What follows belongs to an exercise in optimizing a design on an open flow for small area; a production flow would make more cautious choices.
Only simulation tests tie the RTL to the original design; equivalence was not proved.
The flow treats the clock pin as an ideal source, which a real chip does not have.
Power is estimated from default activity; no workload was simulated.

===== design.v =====
`timescale 1ns/1ps
module gt_add #(parameter int N = 8) (
    input  logic [N-1:0] a,
    input  logic [N-1:0] b,
    input  logic         ci,
    output logic [N-1:0] s
);
    logic [N:0] c;
    assign c[0] = ci;
    for (genvar i = 0; i < N; i++) begin : g_bit
        assign s[i]   = a[i] ^ b[i] ^ c[i];
        assign c[i+1] = (a[i] & b[i]) | (a[i] & c[i]) | (b[i] & c[i]);
    end
endmodule
module gt_seq (
    input  logic clk25M,
    input  logic reset,
    input  logic frame_tick,
    output logic busy,
    output logic b1,
    output logic b2,
    output logic b3,
    output logic b4
);
    logic [5:0] seq;
    assign busy = (seq != 6'b100010);
    assign b1 = (seq[3:0] == 4'b0000);
    assign b2 = !seq[5] && !seq[4] && !seq[2] && !seq[1];
    assign b3 = !seq[5] && !seq[3] && !seq[2] && !seq[0];
    assign b4 = !seq[5] && !seq[4] && !seq[3] && seq[2] && seq[0];
    always_ff @(posedge clk25M) begin
        if (reset)     seq <= 6'b100010;
        else if (busy) seq <= {seq[4:0], seq[5] ^ seq[4] ^ seq[2] ^ seq[1]};
        else           seq <= {4'b1000, !frame_tick, 1'b0};
    end
endmodule
module gt_hq (
    input  logic       b1, b2, dir_r,
    input  logic [3:0] speed,
    input  logic [8:0] lp,
    input  logic [9:0] scan_h,
    output logic [9:0] hq,
    output logic       hc
);
    always_comb begin
        if (b1) begin
            hq = dir_r ? {6'b000000, speed} : {6'b111111, ~speed};
            hc = !dir_r;
        end else if (b2) begin
            hq = ~{lp, 1'b0};
            hc = 1'b0;
        end else begin
            hq = ~scan_h;
            hc = 1'b0;
        end
    end
endmodule
module gt_vq (
    input  logic       b1, b2,
    input  logic [6:0] lm,
    input  logic [9:0] scan_v,
    output logic [6:0] vq,
    output logic       vc
);
    always_comb begin
        if (b1) begin
            vq = 7'd0;
            vc = 1'b1;
        end else if (b2) begin
            vq = ~{1'b0, lm[6:1]};
            vc = 1'b0;
        end else begin
            vq = ~scan_v[9:3];
            vc = 1'b0;
        end
    end
endmodule
module gt_cq (
    input  logic       b3, b4, go_left,
    input  logic [9:0] scan_h,
    output logic [8:0] cq,
    output logic       cc
);
    always_comb begin
        if (b3) begin
            cq = 9'd4;
            cc = 1'b0;
        end else if (b4) begin
            cq = {9{go_left}};
            cc = !go_left;
        end else begin
            cq = ~scan_h[9:1];
            cc = 1'b0;
        end
    end
endmodule
module gt_dec (
    input  logic [9:0]  hs,
    input  logic [6:0]  vs,
    input  logic        ext,
    input  logic [15:0] alive,
    output logic        inv_hit,
    output logic [1:0]  row,
    output logic [1:0]  col,
    output logic [15:0] box       
);
    logic [9:0] dh;
    logic [6:0] dv;
    logic       in_col, in_row;
    assign dh = ~hs;
    assign dv = ~vs;
    assign in_col = (dh[9:7] == 3'd0) && !dh[4];
    assign col    = dh[6:5];
    always_comb begin
        in_row = 1'b1;
        case (dv)
            7'd0, 7'd1:   row = 2'd0;
            7'd6, 7'd7:   row = 2'd1;
            7'd12, 7'd13: row = 2'd2;
            7'd18, 7'd19: row = 2'd3;
            7'd127: begin row = 2'd0; in_row = ext; end
            7'd5:   begin row = 2'd1; in_row = ext; end
            7'd11:  begin row = 2'd2; in_row = ext; end
            7'd17:  begin row = 2'd3; in_row = ext; end
            default: begin row = 2'd0; in_row = 1'b0; end
        endcase
    end
    assign inv_hit = in_col && in_row && alive[{row, col}];
    always_comb
        for (int i = 0; i < 16; i++)
            box[i] = in_col && in_row && (row == 2'(i / 4)) && (col == 2'(i % 4));
endmodule
module gt_wall (
    input  logic [15:0] alive,
    input  logic        dir_r,
    input  logic [9:0]  hs,
    input  logic [5:0]  yq,
    output logic        wall,
    output logic        floor_hit
);
    logic [3:0] col_alive, row_alive;
    logic [1:0] cdir;
    logic       any_alive;
    always_comb begin
        for (int c = 0; c < 4; c++)
            col_alive[c] = alive[c] | alive[4+c] | alive[8+c] | alive[12+c];
        for (int r = 0; r < 4; r++)
            row_alive[r] = |alive[4*r +: 4];
        any_alive = |col_alive;
        if (dir_r)
            cdir = col_alive[3] ? 2'd3 : col_alive[2] ? 2'd2 : col_alive[1] ? 2'd1 : 2'd0;
        else
            cdir = col_alive[0] ? 2'd0 : col_alive[1] ? 2'd1 : col_alive[2] ? 2'd2 : 2'd3;
        if (row_alive[3])      floor_hit = yq[5];
        else if (row_alive[2]) floor_hit = yq[5] && (yq[4:0] >= 5'd6);
        else if (row_alive[1]) floor_hit = yq[5] && (yq[4:0] >= 5'd12);
        else                   floor_hit = yq[5] && (yq[4:0] >= 5'd18);
    end
    assign wall = any_alive && hs[9] && (hs[8:7] == {2{!dir_r}})
               && (hs[6:5] == ~cdir) && hs[4] && (hs[3:0] != 4'd0);
endmodule
module gt_pix (
    input  logic [9:0] scan_h,
    input  logic [9:0] scan_v,
    input  logic [8:0] cs,
    input  logic [7:0] ls,
    input  logic [8:0] lp,
    input  logic       la,
    input  logic       inv_hit,
    input  logic [1:0] row,
    output logic [2:0] cls
);
    wire can_px = (scan_v[9:3] == 7'd55) && (cs[8:3] == 6'b111111);
    wire las_px = la && (scan_h[9:1] == lp) && !scan_h[0] && (ls[7:1] == 7'h7f);
    always_comb begin
        if (las_px)       cls = 3'b111;
        else if (can_px)  cls = 3'b110;
        else if (inv_hit) begin
            case (row)
                2'd0:    cls = 3'b101;
                2'd1:    cls = 3'b011;
                2'd2:    cls = 3'b010;
                default: cls = 3'b100;
            endcase
        end else          cls = 3'b000;
    end
endmodule
module game_top (
    input  logic              clk25M,
    input  logic              reset,
    input  logic              frame_tick,
    input  logic              btn_left,
    input  logic              btn_right,
    input  logic              btn_fire,
    input  logic [3:0]        speed,
    input  logic              scan_en,
    input  logic [9:0]        scan_h,
    input  logic [9:0]        scan_v,
    output logic              busy,
    output logic              pixel_en,
    output logic [11:0]       pixel_color
);
    logic        b1, b2, b3, b4;
    logic [9:0]  fx;
    logic [5:0]  yq;
    logic [15:0] alive;
    logic        dir_r;
    logic [8:0]  cp;
    logic        la;
    logic [8:0]  lp;
    logic [6:0]  lm;
    gt_seq u_seq (.clk25M(clk25M), .reset(reset), .frame_tick(frame_tick),
                  .busy(busy), .b1(b1), .b2(b2), .b3(b3), .b4(b4));
    logic [9:0] hq, hs;
    logic       hc;
    logic [6:0] vq, vs;
    logic       vc;
    logic [8:0] cq, cs;
    logic       cc;
    logic [7:0] ls;
    wire go_left  = btn_left && (cp != 9'd0);
    wire go_right = btn_right && (cp < 9'd312);
    gt_hq u_hq (.b1(b1), .b2(b2), .dir_r(dir_r), .speed(speed), .lp(lp), .scan_h(scan_h), .hq(hq), .hc(hc));
    gt_add #(10) u_ha (.a(fx), .b(hq), .ci(hc), .s(hs));
    gt_vq u_vq (.b1(b1), .b2(b2), .lm(lm), .scan_v(scan_v), .vq(vq), .vc(vc));
    gt_add #(7) u_va (.a({1'b0, yq}), .b(vq), .ci(vc), .s(vs));
    gt_cq u_cq (.b3(b3), .b4(b4), .go_left(go_left), .scan_h(scan_h), .cq(cq), .cc(cc));
    gt_add #(9) u_ca (.a(cp), .b(cq), .ci(cc), .s(cs));
    gt_add #(8) u_la (.a({1'b0, lm}), .b(b3 ? 8'hff : ~scan_v[9:2]), .ci(1'b0), .s(ls));
    logic       inv_hit, wall, floor_hit;
    logic [1:0] row, col;
    logic [15:0] box;
    gt_dec u_dec (.hs(hs), .vs(vs), .ext(b2 && lm[0]), .alive(alive),
                  .inv_hit(inv_hit), .row(row), .col(col), .box(box));
    gt_wall u_wall (.alive(alive), .dir_r(dir_r), .hs(hs), .yq(yq),
                    .wall(wall), .floor_hit(floor_hit));
    wire hit     = b2 && la && inv_hit;
    logic hit_q;
    wire la_left = la && !hit_q;
    always_ff @(posedge clk25M) begin
        if (b2) hit_q <= hit;
    end
    always_ff @(posedge clk25M) begin
        if (reset) begin
            fx    <= 10'd32;
            yq    <= 6'd4;
            dir_r <= 1'b1;
            cp    <= 9'd156;
            la    <= 1'b0;
        end else begin
            if (b1) begin
                if (wall) begin
                    dir_r <= !dir_r;
                    if (!floor_hit) yq <= vs[5:0];
                end else begin
                    fx <= hs;
                end
            end
            if (b3) la <= la_left ? !ls[7] : btn_fire;
            if (b4 && (go_left || go_right)) cp <= cs;
        end
    end
    always_ff @(posedge clk25M) begin
        for (int i = 0; i < 16; i++)
            alive[i] <= reset || (alive[i] && !(b2 && la && box[i]));
    end
    always_ff @(posedge clk25M) begin
        if (b3) begin
            lm <= la_left ? ls[6:0] : 7'd108;
            if (!la_left) lp <= cs;
        end
    end
    localparam logic [2:0] NONE = 3'b001;
    logic [2:0] cls, px_q1, px_q2;
    gt_pix u_pix (.scan_h(scan_h), .scan_v(scan_v), .cs(cs), .ls(ls), .lp(lp), .la(la),
                  .inv_hit(inv_hit), .row(row), .cls(cls));
    always_ff @(posedge clk25M) begin
        px_q1 <= (reset || !scan_en) ? NONE : cls;
        px_q2 <= reset ? NONE : px_q1;
    end
    assign pixel_en = (px_q2 != NONE);
    assign pixel_color = {{4{px_q2[2]}},
                          px_q2[1] | (px_q2[2] & !px_q2[0]),
                          {3{px_q2[1]}},
                          {4{px_q2[0]}}};
endmodule

===== flow/run.sh =====
#!/bin/bash
# The standard layout with these changes: an area-oriented ABC script for
# the combinational logic (registers are mapped before ABC, so they are the
# standard synthesis's), the smallest buffer on the ports, and a two-level
# clock tree built by flow/clocktree.tcl in place of CTS's.
set -euo pipefail
rm -rf scripts_abc
cp -r "$FLOW_HOME/scripts" scripts_abc
cp flow/abc_area.script scripts_abc/abc_area.script
bash standard.sh \
  "SCRIPTS_DIR=$PWD/scripts_abc" \
  "BUFFER_PORTS_ARGS=-buffer_cell sky130_fd_sc_hd__buf_1" \
  "PRE_CTS_TCL=$PWD/flow/clocktree.tcl" \
  "CTS_ARGS=-clk_nets clk25M -repair_clock_nets" \
  finish > standard.log 2>&1

===== flow/abc_area.script =====
&get -n
&st
&syn2
&dch -f
&nf -R 1000
&put
strash
&get -n
&st
&dch -f
&nf -R 1000
&put
topo
stime -c
buffer -c
upsize -c
dnsize -c

===== flow/clocktree.tcl =====
# Clock tree built by hand before CTS (run as PRE_CTS_TCL): a root
# buffer feeding one leaf buffer per quadrant of the registers.
set block [ord::get_db_block]
set db [ord::get_db]
set clknet [$block findNet clk25M]
set nleaf 4
set leafm [$db findMaster sky130_fd_sc_hd__clkbuf_8]
set rootm [$db findMaster sky130_fd_sc_hd__clkbuf_8]
set sinks {}
foreach it [$clknet getITerms] {
  set loc [[$it getInst] getLocation]
  lappend sinks [list $it [lindex $loc 0] [lindex $loc 1]]
}
# split by x median then y median into nleaf groups (2 or 4)
set byx [lsort -integer -index 1 $sinks]
set h [expr {[llength $byx] / 2}]
set halves [list [lrange $byx 0 [expr {$h-1}]] [lrange $byx $h end]]
set groups {}
foreach g $halves {
  if {$nleaf == 4} {
    set byy [lsort -integer -index 2 $g]
    set hh [expr {[llength $byy] / 2}]
    lappend groups [lrange $byy 0 [expr {$hh-1}]] [lrange $byy $hh end]
  } else { lappend groups $g }
}
set rootnet [odb::dbNet_create $block clk_root]
$rootnet setSigType CLOCK
set root [odb::dbInst_create $block $rootm clkbuf_root]
[$root findITerm A] connect $clknet
[$root findITerm X] connect $rootnet
set i 0; set rx 0; set ry 0
foreach g $groups {
  set net [odb::dbNet_create $block clk_leaf_$i]
  $net setSigType CLOCK
  set b [odb::dbInst_create $block $leafm clkbuf_leaf_$i]
  [$b findITerm A] connect $rootnet
  [$b findITerm X] connect $net
  set sx 0; set sy 0
  foreach s $g { set it [lindex $s 0]; $it disconnect; $it connect $net; set sx [expr {$sx+[lindex $s 1]}]; set sy [expr {$sy+[lindex $s 2]}] }
  set cx [expr {$sx/[llength $g]}]; set cy [expr {$sy/[llength $g]}]
  $b setLocation $cx $cy; $b setPlacementStatus PLACED
  set rx [expr {$rx+$cx}]; set ry [expr {$ry+$cy}]
  incr i
}
$root setLocation [expr {$rx/$i}] [expr {$ry/$i}]; $root setPlacementStatus PLACED
puts "clock tree: root + $i leaves"
set_propagated_clock [all_clocks]

===== standard.sh =====
#!/bin/bash
# synth_recipe.tcl (not shown) runs the flow's synth.tcl, then flattens the netlist and writes it again
# the make line also repeats each setting of config.mk as NAME=value (left out here)
make -C /OpenROAD-flow-scripts/flow DESIGN_CONFIG=/design/flow/config.mk WORK_HOME=/design/flow/orfs CLKGATE_MAP_FILE= SYNTH_SCRIPT=/design/flow/synth_recipe.tcl "${@:-finish}"

===== config.mk =====
export PLATFORM = sky130hd
export DESIGN_NAME = game_top
export DESIGN_NICKNAME = game_top
export VERILOG_FILES = /design/flow/design.v
export SDC_FILE = /design/flow/constraint.sdc
export NUM_CORES = 4
export LEC_CHECK = 0
export ABC_AREA = 1
export CAP_MARGIN = 20
export CORE_MARGIN = 2
export CORE_UTILIZATION = 58
export SLEW_MARGIN = 20

===== constraint.sdc =====
create_clock -name core_clock -period 6.0 [get_ports {clk25M}]
set_input_delay 1.2000 -clock core_clock [delete_from_list [all_inputs] [get_ports {clk25M}]]
set_output_delay 1.2000 -clock core_clock [all_outputs]
set_load 0.01 [all_outputs]

==> results of run 1 <==
## cell type report
cell class | instances | area (sq um)
flip-flops and latches | 72 | 1610
inverters | 41 | 155
repair buffers | 66 | 339
well taps | 102 | 128
plain buffers | 5 | 68.8
multi-input cells | 364 | 2580
fillers | 673 | 2720
## critical path, delay by kind of cell
family          cells  cell delay [ps]
simple gates        4              370
compound gates      3              600
buf+inv             5              600
xor+xnor            1              110
mux                 1              160
fa+ha+maj           9             2800
## layer usage
| layer | vias up | GRT usage | routed length (microns) | part of all wire |
|---|---|---|---|---|
| li1 | 1791 | - | - | - |
| met1 | 1722 | 0.354 | 4470 | 0.45 |
| met2 | 123 | 0.419 | 4760 | 0.48 |
| met3 | 14 | 0.0197 | 578 | 0.058 |
| met4 | 0 | 0.0473 | 189 | 0.019 |
| met5 | - | 0 | 0 | 0 |
## through the flow
| stage | util | setup TNS (ps) | cell area, sq um |
|---|---|---|---|
| detailed placement | 0.633 | -2030 | 4810 |
| global placement | 0.633 | -947 | 4810 |
| CTS | 0.642 | 0 | 4880 |
| finish | 0.642 | 0 | 4880 |
| global route | 0.642 | 0 | 4880 |
| floorplan | - | 0 | 4500 |
## report_power, final
part           internal, W  switching [W]  total, W
sequential        0.000590      0.0000574  0.000648
combinational     0.000459       0.000623   0.00108
clock            0.0000765       0.000147  0.000223
## placed cells by master, fill, tap and decap left out, drive strengths merged, types with 17 or more instances in the layout
cell type / n
nand2: 83
buf: 65
dfxtp: 55
nor2: 42
inv: 40
a21oi: 35
fa: 29
a21o: 20
edfxtp: 17
o21ai: 17
## how the worst max path moves through the flow
stage	startpoint	endpoint	slack (ps)	depth (start not counted)
2_1_floorplan	speed[0]	yq[2]$_SDFFE_PP1P_	480	19
3_3_place_gp	speed[0]	fx[8]$_SDFFE_PP0P_	-170	21
3_5_place_dp	speed[0]	fx[7]$_SDFFE_PP0P_	-270	21
4_1_cts	speed[0]	fx[7]$_SDFFE_PP0P_	110	21
5_1_grt	speed[0]	yq[4]$_SDFFE_PP0P_	30	24
6_report	speed[0]	yq[0]$_SDFFE_PP0P_	380	23
## state kept, by name (all words and copies together), names as in the netlist
signal	flops
fx	10
px_q1	3
cp	9
px_q2	3
lm	7
lp	9
hit_q	1
la	1
dir_r	1
yq	6
alive	16
u_seq.seq	6
## kinds of logic after synthesis
family / Yosys count / synth area share
xor gates and xnor gates: 17 / 0.0331
adders and majority gates: 36 / 0.149
and+or+nand+nor: 194 / 0.203
muxes: 13 / 0.0401
DFF: 72 / 0.358
AOI/OAI and AO/OA: 104 / 0.149
buffers and inverters: 70 / 0.0679
==> flow_metrics.tcl, run 1 <==
set metrics [dict create \
    status "no timing/DRC/antenna violations" \
    vias 3650 \
    synth_top_area_cell "dfxtp_1" \
    layout.cells.non_filler 650 \
    hp-start "px_q1[0]$_SDFF_PP1_" \
    synth-main-ff-cell "dfxtp_1" \
    yosys_warnings 8 \
    min_path_cells 1 \
    finalPower_w 0.00195 \
    preCtsSetupSlack_ps -274 \
    netlist_top_cells_count "nand2_1, dfxtp_1, nor2_1, inv_1, a21oi_1" \
    netlist_area_sq_um 4500 \
    slew_headroom 0.500 \
    dieArea_sq_um 8470 \
    io_buffers 42 \
    maxCapViolCount 0 \
    hold_buffers 0 \
    cp-end-kind "register" \
    drt_wl_total_microns 9990 \
    dpl.hpwl_microns 7660 \
    cp_max_fo 7 \
    io_pins 45 \
    layout-drive-gt1-share 0.0967 \
    groute.usage.overall 0.248 \
    crit_path_top_delay_cell "fa_1" \
    antenna_found_initial 0 \
    nets 617 \
    synthToLayoutAreaGrowth_pct 8.63 \
    skew_ps 7.45 \
    drt_iter0_drc 201 \
    fin_crit_ps 5620 \
    ys_seq_area_frac 0.358 \
    worstPathArrival_ps 5840 \
    hold_class "register to register" \
    fin_ws_ps 383 \
    p_per_area_nw_per_um2 400 \
    min_to "px_q2[0]$_SDFF_PP1_" \
    post-cts-setup-buffers 0 \
    timing.rr.start "u_seq.seq[2]$_SDFF_PP0_" \
    overflow 0 \
    avgSynthCellArea_sq_um 8.89 \
    core-area_sq_um 7610 \
    rsz0062_at_grt "false" \
    grt_pass1_wl_microns 17100 \
    reg2regPathDepth 24 \
    cp_slowest_stage_delay_ps 510 \
    clk_latency_ps 340 \
    path_cells "buf_1 -> xnor2_1 -> o21ai_0 -> buf_4 -> fa_1 -> fa_1 -> fa_1 -> fa_1 -> inv_1 -> fa_1 -> fa_1 -> fa_1 -> fa_1 -> fa_1 -> a211o_1 -> a21oi_1 -> nand3_1 -> nor3_1 -> buf_4 -> nand2_1 -> buf_4 -> mux2i_1 -> nor2_1" \
    antenna_cells 0 \
    reg2reg_to "yq[0]$_SDFFE_PP0P_" \
    cts_resized 0 \
    required_ps 6230 \
    synth_area_leaders "dfxtp_1, fa_1, edfxtp_1" \
    yosysTopAreaCellShare 0.245 \
    grt_start_max_net_pins 52 \
    num_rows 32 \
    critical_path_class "input port to register" \
    ys_types 54 \
    drcViolationCount 0 \
    vias_per_cell 5.62 \
    finalHoldViolCount 0 \
    drtPass1Iterations 5 \
    finalSetupViolCount 0 \
    start_util 0.591 \
    synth-seq-cells 72 \
    finalCritPeriodShare 0.936 \
    chipHeight_microns 92.1 \
    clk_pin_slew_ps 110 \
    wl_per_cell_microns 15.4 \
    yosysMostFrequentCell "nand2_1" \
    max-vdd-ir-drop_v 0.000212 \
    r2r_setup_slack_ps 430 \
    dp_cells 645 \
    die_x_microns 92.1 \
    async_flop_share 0 \
    max_freq_mhz 178 \
    synth_edf_count 17 \
    synth_cells 506 \
    leakagePower_nw 1.97 \
    tightest_slew_ps 747 \
    grt_pass1_vias 3534 \
    ant_nets 0 \
    startpoint_type "input port" \
    whs_ps 426 \
    gp_congestion 0.934 \
    syn_nets 573 \
    path_common_cell "fa_1" \
    drv_slew 0 \
]
==> run 2, diff against run 1 <==
--- a/config.mk
+++ b/config.mk
@@ -8,5 +8,6 @@
 export ABC_AREA = 1
 export CAP_MARGIN = 20
 export CORE_MARGIN = 2
-export CORE_UTILIZATION = 58
+export CORE_UTILIZATION = 70
+export PLACE_DENSITY = 0.75
 export SLEW_MARGIN = 20
==> flow_metrics.tcl, run 2 <==
set metrics [dict create \
    max-vdd-ir-drop_v 0.000384 \
    async_flop_share 0 \
    synthToLayoutAreaGrowth_pct 7.21 \
    final_common_cell "nand2_1" \
    fin_crit_ps 5690 \
    path_cells "buf_1 -> nand3_1 -> o21ai_1 -> fa_1 -> fa_1 -> fa_1 -> fa_1 -> inv_1 -> fa_1 -> fa_1 -> fa_1 -> fa_1 -> fa_1 -> a211o_1 -> a21oi_1 -> nand3_1 -> nor3_1 -> buf_4 -> nand2_1 -> buf_4 -> a21oi_1 -> o21ai_0" \
    die_x_microns 84.2 \
    nets 612 \
    maxCapViolCount 0 \
    worst-path-buf-inv 4 \
    drt_wl_total_microns 9730 \
    clk_pin_slew_ps 120 \
    largest_reg_flops 16 \
    grt_pass1_wl_microns 16400 \
    synth-main-ff-cell "dfxtp_1" \
    finalHoldViolCount 0 \
    core-area_sq_um 6280 \
    critical_path_class "input port to register" \
    synth_edf_count 17 \
    path_delay_family "adder cells" \
    final_cell_mix "nand2_1, dfxtp_1, buf_1" \
    io_pins 45 \
    finish.utilization 0.768 \
    netlist_top_cells_count "nand2_1, dfxtp_1, nor2_1, inv_1, a21oi_1" \
    hold_class "register to register" \
    leakagePower_nw 1.94 \
    io_buffers 42 \
    hold_buffers 0 \
    avgSynthCellArea_sq_um 8.89 \
    antenna_cells 0 \
    synth_cells 506 \
    grt_pass1_vias 3522 \
    ys_seq_area_frac 0.358 \
    p_per_area_nw_per_um2 404 \
    status "no timing/DRC/antenna violations" \
    synth-seq-cells 72 \
    required_ps 6230 \
    groute.usage.overall 0.279 \
    grt_start_max_net_pins 52 \
    regMostFlops "alive" \
    crit_path_top_delay_cell "fa_1" \
    slew_headroom 0.503 \
    cp_slowest_stage_delay_ps 520 \
    yosysMostFrequentCell "nand2_1" \
    finalCritPeriodShare 0.948 \
    cp_max_fo 7 \
    crit_path_start "scan_h[0]" \
    wl_per_cell_microns 15.7 \
    yosys_warnings 8 \
    drt_iter0_drc 188 \
    whs_ps 444 \
    cp-end-kind "register" \
    top_regs "alive (16), fx (10)" \
    rsz0062_at_grt "false" \
    ys_types 54 \
    startpoint_type "input port" \
    num_rows 29 \
    gp_congestion 0.920 \
    max_freq_mhz 176 \
    tightest_slew_ps 742 \
    ant_nets 0 \
    timing.rr.start "u_seq.seq[2]$_SDFF_PP0_" \
    dieArea_sq_um 7080 \
    dpl.hpwl_microns 7710 \
    skew_ps 9.81 \
    start_util 0.716 \
    overflow 0 \
    syn_nets 573 \
    fin_tns_setup_ps 0 \
    yosysTopAreaCellShare 0.245 \
    antenna_found_initial 0 \
    drtPass1Iterations 4 \
    finalSetupViolCount 0 \
    drcViolationCount 0 \
    chipHeight_microns 84.2 \
    finalPower_w 0.00195 \
    clk_latency_ps 340 \
    post-cts-setup-buffers 0 \
    drv_slew 0 \
    hp-start "px_q1[0]$_SDFF_PP1_" \
    cts_resized 0 \
    netlist_area_sq_um 4500 \
    worstPathArrival_ps 5920 \
    path_common_cell "fa_1" \
    vias_per_cell 5.94 \
    vias 3681 \
    synth_area_leaders "dfxtp_1, fa_1, edfxtp_1" \
    layout-drive-gt1-share 0.0921 \
    synth_top_area_cell "dfxtp_1" \
]
## run 2: cell counts after synthesis
No cell type changed its count.
## run 2: layout make-up
type                            instances  area [sq um]
Inverter                               41           155
Tap cell                               77          96.3
Timing Repair Buffer                   61           302
Sequential cell                        72          1610
Multi-Input combinational cell        364          2590
Buffer                                  5          68.8
Fill cell                             462          1460
## run 2: cells by family (layout without fill, tap and decap cells)
group | Yosys count | after routing | share of synthesized area
flops | 72 | 72 | 0.358
compound gates | 104 | 104 | 0.149
buf+inv | 70 | 107 | 0.0679
fa+ha+maj | 36 | 36 | 0.149
xor+xnor | 17 | 17 | 0.0331
mux | 13 | 13 | 0.0401
simple gates | 194 | 194 | 0.203
## run 2: worst reg2reg max path, delay by kind of cell, from the launching register on
family,cells,cell delay (ps)
simple gates,9,1680
flops,1,390
fa+ha+maj,6,2260
buf+inv,4,410
compound gates,7,740
## run 2: path summary, 6_finish.rpt
kind	slack (ps)	end	cells after the start
max	310	yq[2]$_SDFFE_PP1P_	22
min	440	px_q2[0]$_SDFF_PP1_	1
max reg2reg	410	alive[10]$_DFF_P_	26
min reg2reg	440	px_q2[0]$_SDFF_PP1_	1
## run 2: layer usage
layer  track usage  vias to the layer above  part of all wire
met5             0                        -                 0
met4        0.0792                        0             0.025
met3        0.0246                       27             0.055
met2         0.452                      129              0.47
met1         0.407                     1745              0.45
li1              -                     1780                 -
## run 2: report_power, final
part / switching (W) / internal, W / total [W]
Clock: 0.000144 / 0.0000764 / 0.000221
Combinational: 0.000622 / 0.000454 / 0.00108
Sequential: 0.0000597 / 0.000590 / 0.000650
Total: 0.000826 / 0.00112 / 0.00195
## run 2: per-stage QoR
| stage | cell area [sq um] | setup WS (ps) | std cells |
|---|---|---|---|
| 2_1_floorplan | 4500 | 475 | 506 |
| 3_3_place_gp | 4740 | -148 | 615 |
| 3_5_place_dp | 4740 | -284 | 615 |
| 4_1_cts | 4810 | 59.5 | 620 |
| 5_1_grt | 4820 | 1.22 | 620 |
| 6_report | 4820 | 311 | 620 |
==> run 3, diff against run 2 <==
--- a/config.mk
+++ b/config.mk
@@ -9,5 +9,4 @@
 export CAP_MARGIN = 20
 export CORE_MARGIN = 2
 export CORE_UTILIZATION = 70
-export PLACE_DENSITY = 0.75
 export SLEW_MARGIN = 20
==> flow_metrics.tcl, run 3 <==
set metrics [dict create \
    status "no timing/DRC/antenna violations" \
    drt_iter0_drc 188 \
    yosys_warnings 8 \
    regMostFlops "alive" \
    synth_edf_count 17 \
    syn_nets 573 \
    largest_reg_flops 16 \
    drcViolationCount 0 \
    overflow 0 \
    wl_per_cell_microns 15.7 \
    fin_ws_ps 311 \
    max_freq_mhz 176 \
    clk_pin_slew_ps 120 \
    synthToLayoutAreaGrowth_pct 7.21 \
    worstPathArrival_ps 5920 \
    layout-drive-gt1-share 0.0921 \
    required_ps 6230 \
    chipHeight_microns 84.2 \
    hold_class "register to register" \
    vias_per_cell 5.94 \
    vias 3681 \
    gp_congestion 0.920 \
    preCtsSetupSlack_ps -284 \
    tightest_slew_ps 742 \
    postPlaceCellArea_sq_um 4740 \
    ys_seq_area_frac 0.358 \
    skew_ps 9.81 \
    startpoint_type "input port" \
    p_per_area_nw_per_um2 404 \
    drt_wl_total_microns 9730 \
    grt_pass1_vias 3522 \
    reg2regPathDepth 26 \
    max-vdd-ir-drop_v 0.000384 \
    leakagePower_nw 1.94 \
    r2r_setup_slack_ps 410 \
    core-area_sq_um 6280 \
    top_regs "alive (16), fx (10)" \
    slew_headroom 0.503 \
    hp-start "px_q1[0]$_SDFF_PP1_" \
    groute.usage.overall 0.279 \
    final_area_sq_um 4820 \
    synth_area_leaders "dfxtp_1, fa_1, edfxtp_1" \
    min_to "px_q2[0]$_SDFF_PP1_" \
    yosysTopAreaCellShare 0.245 \
    start_util 0.716 \
    io_pins 45 \
    drtPass1Iterations 4 \
    reg2reg_to "alive[10]$_DFF_P_" \
    dpl.hpwl_microns 7710 \
    synth-main-ff-cell "dfxtp_1" \
    finalCritPeriodShare 0.948 \
    fin_tns_setup_ps 0 \
    nets 612 \
    die_x_microns 84.2 \
    critical_path_class "input port to register" \
    final_common_cell "nand2_1" \
    io_buffers 42 \
    netlist_top_cells_count "nand2_1, dfxtp_1, nor2_1, inv_1, a21oi_1" \
    rsz0062_at_grt "false" \
    yosysMostFrequentCell "nand2_1" \
    grt_pass1_wl_microns 16400 \
    antenna_found_initial 0 \
    cp_max_fo 7 \
    finalSetupViolCount 0 \
    num_rows 29 \
    finalHoldViolCount 0 \
    min_path_cells 1 \
    clk_latency_ps 340 \
    maxCapViolCount 0 \
    drv_slew 0 \
    layout.cells.non_filler 620 \
    dp_cells 615 \
    antenna_cells 0 \
    synth_top_area_cell "dfxtp_1" \
    async_flop_share 0 \
    ant_nets 0 \
    netlist_area_sq_um 4500 \
    grt_start_max_net_pins 52 \
    synth_cells 506 \
    fin_crit_ps 5690 \
    timing.rr.start "u_seq.seq[2]$_SDFF_PP0_" \
    ys_types 54 \
    synth-seq-cells 72 \
    cp-end-kind "register" \
    final_cell_mix "nand2_1, dfxtp_1, buf_1" \
    avgSynthCellArea_sq_um 8.89 \
    dieArea_sq_um 7080 \
]
## run 3: cell counts after synthesis
No cell type changed its count.
## run 3: kinds of logic (layout without fill, tap and decap cells)
group | count (synthesis) | after routing | share of synthesized area
XOR/XNOR | 17 | 17 | 0.0331
AND/OR/NAND/NOR | 194 | 194 | 0.203
adder cells (fa/ha/maj) | 36 | 36 | 0.149
multiplexers | 13 | 13 | 0.0401
buffers and inverters | 70 | 107 | 0.0679
AO/OA/AOI/OAI | 104 | 104 | 0.149
flip-flops | 72 | 72 | 0.358
## run 3: timing repair
| item | CTS | global route |
|---|---|---|
| setup buffers | 0 | 0 |
| setup endpoints to repair | 0 | 18 |
| resized for setup | 0 | 4 |
| hold buffers | 0 | 0 |
## run 3: metal layers
layer / GRT usage / vias to the layer above / wire length [microns]
li1: - / 1780 / -
met1: 0.407 / 1745 / 4350
met2: 0.452 / 129 / 4590
met3: 0.0246 / 27 / 539
met4: 0.0792 / 0 / 247
met5: 0 / - / 0
## run 3: power by group
group          total (W)  switching [W]  internal [W]  leakage [nW]
combinational    0.00108       0.000622      0.000454          1.31
clock           0.000221       0.000144     0.0000764        0.0359
sequential      0.000650      0.0000597      0.000590         0.597
## run 3: final cells by class
class	count	area [sq um]
well taps	77	96.3
flip-flops and latches	72	1610
fillers	462	1460
repair buffers	61	302
plain buffers	5	68.8
multi-input cells	364	2590
inverters	41	155
## run 3: per-stage QoR
stage / total power [W] / hold slack [ps] / utilization
finish: 0.00195 / 444 / 0.768
global route: 0.00209 / 460 / 0.768
CTS: 0.00194 / 444 / 0.767
detailed placement: 0.00172 / 417 / 0.756
global placement: 0.00168 / 416 / 0.756
floorplan: 0.00145 / 389 / -
## run 3: worst max path at each step
stage	startpoint	to
final	scan_h[0]	yq[2]$_SDFFE_PP1P_
after global routing	scan_h[0]	yq[0]$_SDFFE_PP0P_
after CTS	speed[0]	fx[8]$_SDFFE_PP0P_
after detailed placement	speed[0]	fx[8]$_SDFFE_PP0P_
after global placement	speed[0]	fx[8]$_SDFFE_PP0P_
after floorplan	speed[0]	yq[2]$_SDFFE_PP1P_
## run 3: critical path, cell delays in order
cell,delay [ps]
buf_1,160
nand3_1,130
o21ai_1,170
fa_1,230
fa_1,190
fa_1,190
fa_1,160
inv_1,50
fa_1,390
fa_1,420
fa_1,390
fa_1,380
fa_1,520
a211o_1,260
a21oi_1,160
nand3_1,110
nor3_1,180
buf_4,160
nand2_1,50
buf_4,170
a21oi_1,140
o21ai_0,90
==> run 4, diff against run 3 <==
--- a/config.mk
+++ b/config.mk
@@ -9,4 +9,5 @@
 export CAP_MARGIN = 20
 export CORE_MARGIN = 2
 export CORE_UTILIZATION = 70
+export PLACE_DENSITY = 0.95
 export SLEW_MARGIN = 20
==> flow_metrics.tcl, run 4 <==
set metrics [dict create \
    start_util 0.716 \
    skew_ps 11.7 \
    cp_slowest_stage_delay_ps 410 \
    die_x_microns 84.2 \
    worstPathArrival_ps 5960 \
    synth-seq-cells 72 \
    cp_max_fo 5 \
    worst-path-buf-inv 2 \
    synth_area_leaders "dfxtp_1, fa_1, edfxtp_1" \
    post-cts-setup-buffers 0 \
    clock_power_share 0.115 \
    switchingPower_w 0.000846 \
    finalHoldViolCount 0 \
    finish.utilization 0.763 \
    min_to "px_q2[0]$_SDFF_PP1_" \
    p_seq_frac 0.335 \
    drt_wl_total_microns 10100 \
    fill_cells 433 \
    leakagePower_nw 1.93 \
    max_freq_mhz 175 \
    groute.usage.overall 0.297 \
    synth_top_area_cell "dfxtp_1" \
    r2r_setup_slack_ps 330 \
    hold_class "register to register" \
    nets 606 \
    clk_pin_slew_ps 110 \
    async_flop_share 0 \
    tightest_slew_ps 813 \
    core-area_sq_um 6280 \
    required_ps 6240 \
    antenna_found_initial 0 \
    yosysTopAreaCellShare 0.245 \
    rsz0062_at_grt "false" \
    final_cell_mix "nand2_1, dfxtp_1, buf_1" \
    p_per_area_nw_per_um2 406 \
    dieArea_sq_um 7080 \
    final_common_cell "nand2_1" \
    startpoint_type "input port" \
    layout-drive-gt1-share 0.0857 \
    timing.rr.start "u_seq.seq[4]$_SDFF_PP0_" \
    antenna_cells 0 \
    path_common_cell "fa_1" \
    vias_per_cell 6.17 \
    comb_power_share 0.549 \
    netlist_top_cells_count "nand2_1, dfxtp_1, nor2_1, inv_1, a21oi_1" \
    yosysMostFrequentCell "nand2_1" \
    synth-main-ff-cell "dfxtp_1" \
    synth_edf_count 17 \
    drv_slew 0 \
    ys_types 54 \
    finalSetupViolCount 0 \
    dpl.hpwl_microns 7830 \
    fin_tns_setup_ps 0 \
    drt_iter0_drc 231 \
    num_rows 29 \
    synth_cells 506 \
    hp-start "px_q1[0]$_SDFF_PP1_" \
    crit_path_top_delay_cell "fa_1" \
    drtPass1Iterations 5 \
    regMostFlops "alive" \
    largest_reg_flops 16 \
    status "no timing/DRC/antenna violations" \
    ys_seq_area_frac 0.358 \
    drcViolationCount 0 \
    slew_headroom 0.456 \
    overflow 0 \
    reg2regPathDepth 21 \
    io_pins 45 \
    path_delay_family "adder cells" \
    cp-end-kind "register" \
    path_cells "buf_1 -> a21oi_1 -> a211oi_1 -> fa_1 -> fa_1 -> inv_1 -> fa_1 -> fa_1 -> fa_1 -> fa_1 -> fa_1 -> fa_1 -> xnor2_1 -> xnor2_1 -> a41oi_1 -> nand2_1 -> nor2_1 -> or3_1" \
    vias 3786 \
    chipHeight_microns 84.2 \
    min_path_cells 1 \
    wl_per_cell_microns 16.5 \
    maxCapViolCount 0 \
    max-vdd-ir-drop_v 0.000283 \
    yosys_warnings 8 \
    synthToLayoutAreaGrowth_pct 6.51 \
    dp_cells 609 \
    critical_path_class "input port to register" \
    intPower_w 0.00110 \
    avgSynthCellArea_sq_um 8.89 \
    grt_pass1_wl_microns 17400 \
    grt_start_max_net_pins 52 \
    syn_nets 573 \
    finalCritPeriodShare 0.953 \
    fin_crit_ps 5720 \
    netlist_area_sq_um 4500 \
    swShare 0.435 \
    hold_buffers 0 \
    reg2reg_to "px_q1[0]$_SDFF_PP1_" \
    io_buffers 42 \
    layout.cells.non_filler 614 \
    top_regs "alive (16), fx (10)" \
    clk_latency_ps 350 \
    ant_nets 0 \
    gp_congestion 0.907 \
    grt_pass1_vias 3805 \
]
[run 4: power groups by stage]
stage                     registers, W  logic, W  clock network [W]
final                         0.000651   0.00107           0.000224
after global routing          0.000661   0.00119           0.000236
after CTS                     0.000651   0.00103           0.000223
after detailed placement      0.000660   0.00103                  0
after floorplan               0.000644  0.000802                  0
after global placement        0.000655  0.000978                  0
[run 4: layout make-up]
cell class / instances / area, sq um / area share
multi-input combinational: 364 / 2600 / 0.543
sequential: 72 / 1610 / 0.336
timing repair buffer: 55 / 256 / 0.0536
inverter: 41 / 155 / 0.0324
tap: 77 / 96.3 / 0.0201
buffer: 5 / 68.8 / 0.0144
[run 4: how the worst max path moves through the flow]
stage                            start                  end  slack, ps  cells after the start
2_1_floorplan                 speed[0]   yq[2]$_SDFFE_PP1P_        480                     19
3_3_place_gp                  speed[0]   fx[7]$_SDFFE_PP0P_        -40                     20
3_5_place_dp                  speed[0]   fx[2]$_SDFFE_PP0P_       -130                     20
4_1_cts        u_seq.seq[2]$_SDFF_PP0_   fx[2]$_SDFFE_PP0P_        140                     21
5_1_grt                       speed[0]   fx[8]$_SDFFE_PP0P_         40                     20
6_report                      btn_left  px_q1[0]$_SDFF_PP1_        280                     18
[run 4: kinds of logic after synthesis]
group           Yosys count  synth area share
flops                    72             0.358
simple gates            194             0.203
mux                      13            0.0401
buf+inv                  70            0.0679
fa+ha+maj                36             0.149
compound gates          104             0.149
xor+xnor                 17            0.0331
[run 4: stage by stage]
| stage | hold WS (ps) | instance area (sq um) | power [W] | worst slack (ps) |
|---|---|---|---|---|
| 5_1_grt | 478 | 4790 | 0.00209 | 38.6 |
| 3_3_place_gp | 394 | 4700 | 0.00163 | -38.4 |
| 4_1_cts | 436 | 4770 | 0.00191 | 144 |
| 6_report | 434 | 4790 | 0.00194 | 281 |
| 2_1_floorplan | 389 | 4500 | 0.00145 | 475 |
| 3_5_place_dp | 408 | 4700 | 0.00169 | -130 |
[run 4: routing by layer]
| metal | routed length [microns] | vias to the layer above | share of wire | global-route usage |
|---|---|---|---|---|
| li1 | - | 1770 | - | - |
| met5 | 0 | - | 0 | 0 |
| met1 | 4100 | 1814 | 0.40 | 0.392 |
| met4 | 252 | 0 | 0.025 | 0.0850 |
| met2 | 5070 | 179 | 0.50 | 0.527 |
| met3 | 713 | 23 | 0.070 | 0.0236 |
[run 4: worst register-to-register path: stages, from the launching register on]
cell and delay (ps):
dfxtp_1 340, inv_1 70, ha_1 230, nand4b_1 100, buf_4 180, a21oi_1 120, a211oi_1 330, fa_1 240
fa_1 180, inv_1 60, fa_1 400, fa_1 410, fa_1 400, fa_1 390, fa_1 390, fa_1 390
xnor2_1 180, xnor2_1 340, a41oi_1 320, nand2_1 140, nor2_1 40, or3_1 300
[run 4: repair_timing]
item,CTS,global route
endpoints found under the setup margin,0,37
resized for setup,0,6
hold endpoints to repair,0,0
==> run 5, diff against run 4 <==
--- a/config.mk
+++ b/config.mk
@@ -8,6 +8,6 @@
 export ABC_AREA = 1
 export CAP_MARGIN = 20
 export CORE_MARGIN = 2
-export CORE_UTILIZATION = 70
-export PLACE_DENSITY = 0.95
+export CORE_UTILIZATION = 76
+export PLACE_DENSITY = 0.9
 export SLEW_MARGIN = 20
==> flow_metrics.tcl, run 5 <==
set metrics [dict create \
    critical_path_class "register to register" \
    slew_headroom 0.487 \
    max-vdd-ir-drop_v 0.000346 \
    yosysTopAreaCellShare 0.245 \
    dp_cells 612 \
    crit_path_top_delay_cell "fa_1" \
    async_flop_share 0 \
    cp_max_fo 6 \
    synth_area_leaders "dfxtp_1, fa_1, edfxtp_1" \
    hold_buffers 0 \
    num_rows 28 \
    layout.cells.non_filler 618 \
    clk_pin_slew_ps 120 \
    io_buffers 42 \
    cp_slowest_stage_delay_ps 470 \
    wl_per_cell_microns 17.1 \
    synthToLayoutAreaGrowth_pct 7.10 \
    fin_crit_ps 5680 \
    ys_seq_area_frac 0.358 \
    syn_nets 573 \
    grt_start_max_net_pins 52 \
    largest_reg_flops 16 \
    core-area_sq_um 5820 \
    dieArea_sq_um 6550 \
    yosys_warnings 8 \
    finalPower_w 0.00200 \
    drt_wl_total_microns 10600 \
    vias_per_cell 6.25 \
    dpl.hpwl_microns 7840 \
    leakagePower_nw 1.94 \
    synth_edf_count 17 \
    top_regs "alive (16), fx (10)" \
    hold_class "register to register" \
    p_per_area_nw_per_um2 415 \
    yosysMostFrequentCell "nand2_1" \
    status "no timing/DRC/antenna violations" \
    regMostFlops "alive" \
    avgSynthCellArea_sq_um 8.89 \
    maxCapViolCount 0 \
    clk_latency_ps 350 \
    multiInputGateArea_sq_um 2580 \
    finalHoldViolCount 0 \
    io_pins 45 \
    drv_slew 0 \
    tightest_slew_ps 766 \
    finish.utilization 0.828 \
    fill_cells 360 \
    layout-drive-gt1-share 0.0902 \
    worstPathArrival_ps 5930 \
    antenna_found_initial 0 \
    gp_congestion 0.928 \
    finalSetupViolCount 0 \
    drtPass1Iterations 5 \
    overflow 0 \
    grt_pass1_vias 3619 \
    nets 612 \
    path_common_cell "fa_1" \
    skew_ps 12.8 \
    startpoint_type "register" \
    chipHeight_microns 80.9 \
    netlist_top_cells_count "nand2_1, dfxtp_1, nor2_1, inv_1, a21oi_1" \
    groute.usage.overall 0.332 \
    netlist_area_sq_um 4500 \
    final_cell_mix "nand2_1, dfxtp_1, buf_1" \
    ys_types 54 \
    required_ps 6240 \
    seqCellArea_sq_um 1610 \
    grt_pass1_wl_microns 16900 \
    antenna_cells 0 \
    synth_top_area_cell "dfxtp_1" \
    start_util 0.773 \
    synth_cells 506 \
    cp-end-kind "register" \
    synth-seq-cells 72 \
    die_x_microns 80.9 \
    max_freq_mhz 176 \
    ant_nets 0 \
    drcViolationCount 0 \
    drt_iter0_drc 267 \
    vias 3863 \
    final_common_cell "nand2_1" \
    fin_ws_ps 316 \
    finalCritPeriodShare 0.947 \
    synth-main-ff-cell "dfxtp_1" \
    preCtsSetupSlack_ps -177 \
    fin_tns_setup_ps 0 \
]
## run 5: cell counts after synthesis
No cell type changed its count.
## run 5: routing by layer
metal,up-vias,part of all wire,track usage
met2,243,0.49,0.578
met3,39,0.097,0.0344
met4,0,0.032,0.0864
met5,-,0,0
li1,1785,-,-
met1,1796,0.38,0.447
## run 5: final timing paths
kind              cells past startpoint               startpoint                   to  slack (ps)
hold / removal                        1      px_q1[0]$_SDFF_PP1_  px_q2[0]$_SDFF_PP1_         420
setup reg to reg                     27  u_seq.seq[2]$_SDFF_PP0_     alive[6]$_DFF_P_         320
hold reg to reg                       1      px_q1[0]$_SDFF_PP1_  px_q2[0]$_SDFF_PP1_         420
setup / recovery                     27  u_seq.seq[2]$_SDFF_PP0_     alive[6]$_DFF_P_         320
## run 5: cells by family (layout without fill, tap and decap cells)
logic type	Yosys count	after routing	share of synthesized area
compound gates	104	104	0.149
xor+xnor	17	17	0.0331
fa+ha+maj	36	36	0.149
buf+inv	70	107	0.0679
flops	72	72	0.358
mux	13	13	0.0401
simple gates	194	194	0.203
## run 5: area by class of cell
class | instances | share of cell area
Multi-Input combinational cell | 364 | 0.537
Sequential cell | 72 | 0.335
Timing Repair Buffer | 61 | 0.0626
Inverter | 41 | 0.0322
Tap cell | 75 | 0.0195
Buffer | 5 | 0.0143
## run 5: critical path, delay by kind of cell (launching register included)
| family | cells | cell delay (ps) |
|---|---|---|
| fa+ha+maj | 6 | 2280 |
| simple gates | 9 | 1470 |
| compound gates | 7 | 800 |
| buf+inv | 5 | 650 |
| flops | 1 | 400 |
## run 5: timing repair
action | CTS | global route
gates resized for setup | 0 | 2
setup buffers | 0 | 1
setup endpoints to repair | 0 | 28
## run 5: power breakdown
group          total, W  internal, W  switching (W)
registers      0.000650     0.000590      0.0000594
clock network  0.000225    0.0000766       0.000148
logic           0.00112     0.000464       0.000660
## run 5: metrics by stage
step	hold WS (ps)	instance area (sq um)
global route	454	4820
detailed placement	399	4730
global placement	399	4730
finish	423	4820
floorplan	389	4500
CTS	425	4800
==> run 6, diff against run 5 <==
--- a/config.mk
+++ b/config.mk
@@ -8,6 +8,6 @@
 export ABC_AREA = 1
 export CAP_MARGIN = 20
 export CORE_MARGIN = 2
-export CORE_UTILIZATION = 76
+export CORE_UTILIZATION = 70
 export PLACE_DENSITY = 0.9
 export SLEW_MARGIN = 20
==> flow_metrics.tcl, run 6 <==
set metrics [dict create \
    status "no timing/DRC/antenna violations" \
    vias_per_cell 6.11 \
    path_common_cell "fa_1" \
    core-area_sq_um 6280 \
    comb_power_share 0.556 \
    clk_latency_ps 340 \
    drt_wl_total_microns 10100 \
    skew_ps 9.84 \
    num_rows 29 \
    ys_types 54 \
    maxCapViolCount 0 \
    finalCritPeriodShare 0.957 \
    nets 608 \
    r2r_setup_slack_ps 260 \
    worst-path-buf-inv 3 \
    hold_buffers 0 \
    groute.usage.overall 0.291 \
    gp_congestion 0.914 \
    ys_seq_area_frac 0.358 \
    reg2regPathDepth 25 \
    synth_area_leaders "dfxtp_1, fa_1, edfxtp_1" \
    required_ps 6240 \
    min_to "px_q2[0]$_SDFF_PP1_" \
    largest_reg_flops 16 \
    top_regs "alive (16), fx (10)" \
    critical_path_class "register to register" \
    layout-drive-gt1-share 0.0853 \
    slew_headroom 0.477 \
    fin_crit_ps 5740 \
    intPower_w 0.00111 \
    grt_pass1_wl_microns 17100 \
    postPlaceCellArea_sq_um 4710 \
    p_seq_frac 0.332 \
    overflow 0 \
    yosysTopAreaCellShare 0.245 \
    max-vdd-ir-drop_v 0.000287 \
    regMostFlops "alive" \
    cp-end-kind "register" \
    ant_nets 0 \
    p_per_area_nw_per_um2 409 \
    finalSetupViolCount 0 \
    antenna_cells 0 \
    drt_iter0_drc 283 \
    cp_max_fo 12 \
    switchingPower_w 0.000845 \
    reg2reg_to "alive[6]$_DFF_P_" \
    synth-main-ff-cell "dfxtp_1" \
    io_buffers 42 \
    hp-start "px_q1[0]$_SDFF_PP1_" \
    fill_cells 438 \
    vias 3766 \
    synth_cells 506 \
    grt_pass1_vias 3647 \
    netlist_top_cells_count "nand2_1, dfxtp_1, nor2_1, inv_1, a21oi_1" \
    synthToLayoutAreaGrowth_pct 6.54 \
    leakagePower_nw 1.92 \
    io_pins 45 \
    drcViolationCount 0 \
    yosysMostFrequentCell "nand2_1" \
    dpl.hpwl_microns 7790 \
    preCtsSetupSlack_ps -159 \
    swShare 0.431 \
    max_freq_mhz 174 \
    drtPass1Iterations 5 \
    clk_pin_slew_ps 110 \
    finalPower_w 0.00196 \
    synth_top_area_cell "dfxtp_1" \
    dieArea_sq_um 7080 \
    grt_start_max_net_pins 52 \
    wl_per_cell_microns 16.5 \
    synth-seq-cells 72 \
    fin_ws_ps 261 \
    final_cell_mix "nand2_1, dfxtp_1, buf_1" \
    final_common_cell "nand2_1" \
    netlist_area_sq_um 4500 \
    min_path_cells 1 \
    drv_slew 0 \
    crit_path_top_delay_cell "fa_1" \
    finalHoldViolCount 0 \
    timing.rr.start "u_seq.seq[2]$_SDFF_PP0_" \
    tightest_slew_ps 782 \
    final_area_sq_um 4790 \
    start_util 0.716 \
    avgSynthCellArea_sq_um 8.89 \
    yosys_warnings 8 \
    hold_class "register to register" \
    startpoint_type "register" \
    worstPathArrival_ps 5980 \
    die_x_microns 84.2 \
    antenna_found_initial 0 \
    chipHeight_microns 84.2 \
    synth_edf_count 17 \
    cp_slowest_stage_delay_ps 470 \
    async_flop_share 0 \
    path_delay_family "adder cells" \
    clock_power_share 0.112 \
    syn_nets 573 \
]
## run 6: changes by cell type in the layout (fill, tap and decap cells not counted), sizes merged
cell	change
buf	-4
## run 6: cell families after synthesis
kind of cell               count (synthesis)  share of synthesized area
xor gates and xnor gates                  17                     0.0331
buffers and inverters                     70                     0.0679
and+or+nand+nor                          194                      0.203
AOI/OAI and AO/OA                        104                      0.149
adders and majority gates                 36                      0.149
DFF                                       72                      0.358
muxes                                     13                     0.0401
## run 6: cell type report
cell class	count	area [sq um]	share of cell area
Inverter	41	155	0.0324
Buffer	5	68.8	0.0144
Sequential cell	72	1610	0.336
Multi-Input combinational cell	364	2590	0.540
Tap cell	77	96.3	0.0201
Timing Repair Buffer	57	272	0.0567
## run 6: worst reg2reg max path, cell delays in order, from the launching register on
cell      delay (ps)
dfxtp_1          400
nor3_4           290
nand2b_2         250
o21ai_0          160
a21oi_1           80
fa_1             460
fa_1             430
fa_1             390
inv_1             90
fa_1             170
inv_1             50
fa_1             370
inv_1             80
fa_1             470
nor2_2           170
nand2_2           90
nor3_1           220
nand3_1          140
o21ai_2           90
a41oi_1           70
o21ai_1          110
a31oi_1          110
nor3_2           400
and2_4           240
nand3_1           90
a21o_1           210
## run 6: per-layer routing
layer	global-route usage	wire length (microns)	vias up
li1	-	-	1778
met1	0.399	4110	1773
met2	0.500	5050	185
met3	0.0226	710	30
met4	0.0880	278	0
met5	0	0	-
## run 6: worst max-delay path by stage
stage	startpoint	endpoint	slack, ps	cells after the start
2_1_floorplan	speed[0]	yq[2]$_SDFFE_PP1P_	480	19
3_3_place_gp	speed[0]	fx[8]$_SDFFE_PP0P_	-50	20
3_5_place_dp	speed[0]	fx[3]$_SDFFE_PP0P_	-160	20
4_1_cts	u_seq.seq[2]$_SDFF_PP0_	fx[3]$_SDFFE_PP0P_	4	21
5_1_grt	u_seq.seq[2]$_SDFF_PP0_	alive[10]$_DFF_P_	-20	25
6_report	u_seq.seq[2]$_SDFF_PP0_	alive[6]$_DFF_P_	260	25
## run 6: through the flow
stage	cells	utilization	hold slack [ps]	TNS (ps)
2_1_floorplan	506	-	389	0
3_3_place_gp	611	0.751	394	-125
3_5_place_dp	611	0.751	407	-971
4_1_cts	616	0.762	436	0
5_1_grt	616	0.763	468	-31.4
6_report	616	0.763	430	0
## run 6: what timing repair did
item | 4_1_cts | 5_1_grt
resized for setup | 0 | 3
endpoints found under the setup margin | 0 | 34
buffers inserted | 0 | 0
## run 6: power by group through the flow
stage / combinational (W) / clock (W) / sequential, W
2_1_floorplan: 0.000802 / 0 / 0.000644
3_3_place_gp: 0.00100 / 0 / 0.000654
3_5_place_dp: 0.00106 / 0 / 0.000661
4_1_cts: 0.00107 / 0.000219 / 0.000650
5_1_grt: 0.00121 / 0.000235 / 0.000661
6_report: 0.00109 / 0.000220 / 0.000650
==> run 7, diff against run 6 <==
--- a/config.mk
+++ b/config.mk
@@ -8,6 +8,6 @@
 export ABC_AREA = 1
 export CAP_MARGIN = 20
 export CORE_MARGIN = 2
-export CORE_UTILIZATION = 70
+export CORE_UTILIZATION = 66
 export PLACE_DENSITY = 0.9
 export SLEW_MARGIN = 20
==> flow_metrics.tcl, run 7 <==
set metrics [dict create \
    status "no timing/DRC/antenna violations" \
    grt_pass1_wl_microns 16600 \
    ys_types 54 \
    antenna_cells 0 \
    synth_area_leaders "dfxtp_1, fa_1, edfxtp_1" \
    drt_iter0_drc 260 \
    ys_seq_area_frac 0.358 \
    layout-drive-gt1-share 0.0801 \
    tightest_slew_ps 786 \
    top_regs "alive (16), fx (10)" \
    slew_headroom 0.474 \
    chipHeight_microns 86.5 \
    synth-main-ff-cell "dfxtp_1" \
    min_to "px_q2[0]$_SDFF_PP1_" \
    dpl.hpwl_microns 7740 \
    avgSynthCellArea_sq_um 8.89 \
    vias 3718 \
    min_path_cells 1 \
    hp-start "px_q1[0]$_SDFF_PP1_" \
    finalHoldViolCount 0 \
    r2r_setup_slack_ps 370 \
    max_freq_mhz 175 \
    netlist_top_cells_count "nand2_1, dfxtp_1, nor2_1, inv_1, a21oi_1" \
    regMostFlops "alive" \
    final_common_cell "nand2_1" \
    cp-end-kind "register" \
    wl_per_cell_microns 16.1 \
    drt_wl_total_microns 9940 \
    overflow 0 \
    finalCritPeriodShare 0.950 \
    synth_cells 506 \
    startpoint_type "input port" \
    io_pins 45 \
    groute.usage.overall 0.273 \
    multiInputGateArea_sq_um 2580 \
    clk_latency_ps 340 \
    start_util 0.673 \
    async_flop_share 0 \
    reg2regPathDepth 21 \
    final_cell_mix "nand2_1, dfxtp_1, buf_1" \
    timing.rr.start "u_seq.seq[2]$_SDFF_PP0_" \
    nets 606 \
    p_per_area_nw_per_um2 402 \
    drtPass1Iterations 4 \
    gp_congestion 0.921 \
    dieArea_sq_um 7490 \
    rsz0062_at_grt "false" \
    yosys_warnings 8 \
    num_rows 30 \
    hold_class "register to register" \
    netlist_area_sq_um 4500 \
    fin_crit_ps 5700 \
    whs_ps 458 \
    synth-seq-cells 72 \
    vias_per_cell 6.03 \
    cp_max_fo 7 \
    postPlaceCellArea_sq_um 4700 \
    final_area_sq_um 4780 \
    io_buffers 42 \
    maxCapViolCount 0 \
    drv_slew 0 \
    ant_nets 0 \
    synth_edf_count 17 \
    synthToLayoutAreaGrowth_pct 6.23 \
    grt_start_max_net_pins 52 \
    core-area_sq_um 6680 \
    fill_cells 495 \
    reg2reg_to "yq[0]$_SDFFE_PP0P_" \
    drcViolationCount 0 \
    required_ps 6220 \
    finish.utilization 0.715 \
    finalSetupViolCount 0 \
    leakagePower_nw 1.91 \
    clk_pin_slew_ps 110 \
    max-vdd-ir-drop_v 0.000267 \
    antenna_found_initial 0 \
    fin_tns_setup_ps 0 \
    largest_reg_flops 16 \
    die_x_microns 86.5 \
    syn_nets 573 \
    worstPathArrival_ps 5920 \
    grt_pass1_vias 3616 \
    seqCellArea_sq_um 1610 \
    skew_ps 10.1 \
    critical_path_class "input port to register" \
    yosysMostFrequentCell "nand2_1" \
    yosysTopAreaCellShare 0.245 \
    synth_top_area_cell "dfxtp_1" \
]
## run 7: cell counts after synthesis
Identical to the previous run, type by type.
## run 7: logic make-up after synthesis
kind of cell | count (synthesis) | synth area share
simple gates | 194 | 0.203
flops | 72 | 0.358
fa+ha+maj | 36 | 0.149
buf+inv | 70 | 0.0679
xor+xnor | 17 | 0.0331
compound gates | 104 | 0.149
mux | 13 | 0.0401
## run 7: worst max-delay path: stages
cell and delay [ps]:
buf_1 80, xnor2_1 110, o21ai_0 250, fa_1 240, fa_1 180, fa_1 190
fa_1 180, inv_1 50, fa_1 380, fa_1 400, fa_1 390, fa_1 390
fa_1 520, a211o_1 250, a21oi_1 140, nand3_1 100, nor3_1 310, nand2_1 280
mux2i_1 230, nor2_1 60
## run 7: final cells by class
cell class	count	area share
repair buffers	55	0.0537
flip-flops and latches	72	0.337
multi-input cells	364	0.541
inverters	41	0.0325
well taps	80	0.0210
plain buffers	5	0.0144
## run 7: metal layers
metal,vias to the layer above,GRT usage,wire (microns)
met5,-,0,0
met4,0,0.0511,162
met3,17,0.0219,636
met2,164,0.494,5060
met1,1778,0.362,4080
li1,1759,-,-
## run 7: repair_timing
item	in CTS	in global routing
buffers inserted	0	1
hold buffers	0	0
setup endpoints to repair	0	34
resized for setup	0	2
## run 7: power breakdown
group          internal, W  switching (W)  total (W)
clock            0.0000764       0.000143   0.000219
combinational     0.000432       0.000620    0.00105
sequential        0.000591      0.0000590   0.000649
total              0.00110       0.000822    0.00192
## run 7: how the worst max path moves through the flow
stage	start	end	slack [ps]
global route	u_seq.seq[2]$_SDFF_PP0_	yq[1]$_SDFFE_PP0P_	6
detailed placement	speed[0]	fx[8]$_SDFFE_PP0P_	-210
finish	speed[0]	yq[0]$_SDFFE_PP0P_	300
CTS	u_seq.seq[2]$_SDFF_PP0_	fx[8]$_SDFFE_PP0P_	80
floorplan	speed[0]	yq[2]$_SDFFE_PP1P_	480
global placement	speed[0]	fx[7]$_SDFFE_PP0P_	-60
## run 7: metrics by stage
| stage | total power [W] | instances | setup WS, ps |
|---|---|---|---|
| after CTS | 0.00191 | 616 | 81.2 |
| final | 0.00192 | 617 | 302 |
| after floorplan | 0.00145 | 506 | 475 |
| after global placement | 0.00164 | 611 | -61.2 |
| after detailed placement | 0.00169 | 611 | -208 |
| after global routing | 0.00206 | 617 | 6.40 |
==> run 8, diff against run 7 <==
--- a/config.mk
+++ b/config.mk
@@ -6,8 +6,8 @@
 export NUM_CORES = 4
 export LEC_CHECK = 0
 export ABC_AREA = 1
-export CAP_MARGIN = 20
+export CAP_MARGIN = 0
 export CORE_MARGIN = 2
-export CORE_UTILIZATION = 66
+export CORE_UTILIZATION = 70
 export PLACE_DENSITY = 0.9
-export SLEW_MARGIN = 20
+export SLEW_MARGIN = 0
==> flow_metrics.tcl, run 8 <==
set metrics [dict create \
    status "no timing/DRC/antenna violations" \
    hold_buffers 0 \
    chipHeight_microns 84.2 \
    final_cell_mix "nand2_1, dfxtp_1, buf_1" \
    die_x_microns 84.2 \
    max_freq_mhz 174 \
    synth_area_leaders "dfxtp_1, fa_1, edfxtp_1" \
    num_rows 29 \
    synth_edf_count 17 \
    synthToLayoutAreaGrowth_pct 6.54 \
    path_common_cell "fa_1" \
    fin_crit_ps 5740 \
    start_util 0.716 \
    grt_pass1_vias 3647 \
    max-vdd-ir-drop_v 0.000287 \
    startpoint_type "register" \
    groute.usage.overall 0.291 \
    reg2regPathDepth 25 \
    finalCritPeriodShare 0.957 \
    yosysTopAreaCellShare 0.245 \
    timing.rr.start "u_seq.seq[2]$_SDFF_PP0_" \
    preCtsSetupSlack_ps -159 \
    hp-start "px_q1[0]$_SDFF_PP1_" \
    dpl.hpwl_microns 7790 \
    maxCapViolCount 0 \
    clk_pin_slew_ps 110 \
    layout-drive-gt1-share 0.0853 \
    drv_slew 0 \
    yosysMostFrequentCell "nand2_1" \
    drcViolationCount 0 \
    ys_seq_area_frac 0.358 \
    wl_per_cell_microns 16.5 \
    netlist_top_cells_count "nand2_1, dfxtp_1, nor2_1, inv_1, a21oi_1" \
    reg2reg_to "alive[6]$_DFF_P_" \
    p_per_area_nw_per_um2 409 \
    synth-seq-cells 72 \
    largest_reg_flops 16 \
    core-area_sq_um 6280 \
    io_pins 45 \
    io_buffers 42 \
    vias_per_cell 6.11 \
    fin_ws_ps 261 \
    antenna_found_initial 0 \
    slew_headroom 0.477 \
    finalHoldViolCount 0 \
    finalSetupViolCount 0 \
    nets 608 \
    tightest_slew_ps 782 \
    netlist_area_sq_um 4500 \
    antenna_cells 0 \
    required_ps 6240 \
    synth_top_area_cell "dfxtp_1" \
    worstPathArrival_ps 5980 \
    grt_start_max_net_pins 52 \
    overflow 0 \
    whs_ps 430 \
    clk_latency_ps 340 \
    leakagePower_nw 1.92 \
    crit_path_top_delay_cell "fa_1" \
    async_flop_share 0 \
    crit_path_start "u_seq.seq[2]$_SDFF_PP0_" \
    ant_nets 0 \
    regMostFlops "alive" \
    grt_pass1_wl_microns 17100 \
    dieArea_sq_um 7080 \
    gp_congestion 0.914 \
    skew_ps 9.84 \
    yosys_warnings 8 \
    hold_class "register to register" \
    final_common_cell "nand2_1" \
    avgSynthCellArea_sq_um 8.89 \
    cp_max_fo 12 \
    drtPass1Iterations 5 \
    drt_iter0_drc 283 \
    top_regs "alive (16), fx (10)" \
    drt_wl_total_microns 10100 \
    critical_path_class "register to register" \
    vias 3766 \
    cp-endpoint "alive[6]$_DFF_P_" \
    synth_cells 506 \
    syn_nets 573 \
    r2r_setup_slack_ps 260 \
    ys_types 54 \
    synth-main-ff-cell "dfxtp_1" \
    cp_slowest_stage_delay_ps 470 \
    cp-end-kind "register" \
]
[run 8: what timing repair did]
item	CTS	global route
gates resized for setup	0	3
setup buffers	0	0
setup endpoints to repair	0	34
[run 8: metal layers]
| metal | global-route usage | share of wire | vias to the layer above |
|---|---|---|---|
| li1 | - | - | 1778 |
| met1 | 0.399 | 0.41 | 1773 |
| met2 | 0.500 | 0.50 | 185 |
| met3 | 0.0226 | 0.070 | 30 |
| met4 | 0.0880 | 0.027 | 0 |
| met5 | 0 | 0 | - |
[run 8: through the flow]
| step | cell area [sq um] | setup TNS, ps | util | std cells | power (W) |
|---|---|---|---|---|---|
| 2_1_floorplan | 4500 | 0 | - | 506 | 0.00145 |
| 6_report | 4790 | 0 | 0.763 | 616 | 0.00196 |
| 5_1_grt | 4790 | -31.4 | 0.763 | 616 | 0.00210 |
| 4_1_cts | 4780 | 0 | 0.762 | 616 | 0.00194 |
| 3_5_place_dp | 4710 | -971 | 0.751 | 611 | 0.00172 |
| 3_3_place_gp | 4710 | -125 | 0.751 | 611 | 0.00166 |
[run 8: worst max-delay path: cells and delay by family (launching register included)]
kind / cells / cell delay (ps)
buffers and inverters: 3 / 220
DFF: 1 / 400
and+or+nand+nor: 9 / 1890
AOI/OAI and AO/OA: 7 / 820
adders and majority gates: 6 / 2280
[run 8: cell type report]
type                            count  area [sq um]
Multi-Input combinational cell    364          2590
Fill cell                         438          1490
Timing Repair Buffer               57           272
Inverter                           41           155
Buffer                              5          68.8
Tap cell                           77          96.3
Sequential cell                    72          1610
[run 8: how the worst min path moves through the flow]
stage / end / cells past startpoint
2_1_floorplan: px_q2[0]$_SDFF_PP1_ / 1
3_3_place_gp: px_q2[0]$_SDFF_PP1_ / 1
3_5_place_dp: px_q2[0]$_SDFF_PP1_ / 1
4_1_cts: px_q2[0]$_SDFF_PP1_ / 1
5_1_grt: px_q2[0]$_SDFF_PP1_ / 1
6_report: px_q2[0]$_SDFF_PP1_ / 1
[run 8: cell families (layout without fill, tap and decap cells)]
logic type,Yosys count,after routing,synth area share
compound gates,104,104,0.149
xor+xnor,17,17,0.0331
fa+ha+maj,36,36,0.149
buf+inv,70,103,0.0679
flops,72,72,0.358
mux,13,13,0.0401
simple gates,194,194,0.203
[run 8: power by group]
part	leakage [nW]	switching [W]	total (W)	internal, W
Sequential	0.597	0.0000601	0.000650	0.000590
Combinational	1.29	0.000642	0.00109	0.000448
Clock	0.0359	0.000143	0.000220	0.0000764

-- static timing again, ports no longer ideal --
Ports are ideal in the flow. The routed layouts listed here were re-timed in OpenROAD. Step 1, drivers: a clkbuf_16 drives clk25M and a buf_2 each remaining input, both assumed. Step 2 also shifts input and output timing later by t, the mid clock arrival at the registers, as if the neighbouring blocks saw the same clock. Slacks: ideal ports / drivers / drivers and shift; pairs: ideal ports / drivers.
run | t (ns) | setup WS [ns] | worst hold slack (ns) | cell pins on the clock port's net
run 1 | 0.371 | 0.383 / 0.388 / 0.017 | 0.426 / 0.426 / 0.426 | 1
run 2 | 0.367 | 0.311 / 0.319 / -0.048 | 0.444 / 0.444 / 0.444 | 1
run 3 | 0.367 | 0.311 / 0.319 / -0.048 | 0.444 / 0.444 / 0.444 | 1
run 4 | 0.373 | 0.281 / 0.288 / -0.085 | 0.434 / 0.434 / 0.434 | 1
run 5 | 0.372 | 0.316 / 0.316 / -0.035 | 0.423 / 0.423 / 0.423 | 1
run 6 | 0.365 | 0.261 / 0.261 / -0.037 | 0.430 / 0.430 / 0.430 | 1
run 7 | 0.366 | 0.302 / 0.309 / -0.057 | 0.458 / 0.458 / 0.458 | 1
run 8 | 0.365 | 0.261 / 0.261 / -0.037 | 0.430 / 0.430 / 0.430 | 1
With both steps, setup timing fails in 7 of these runs, where it was met with ideal ports.
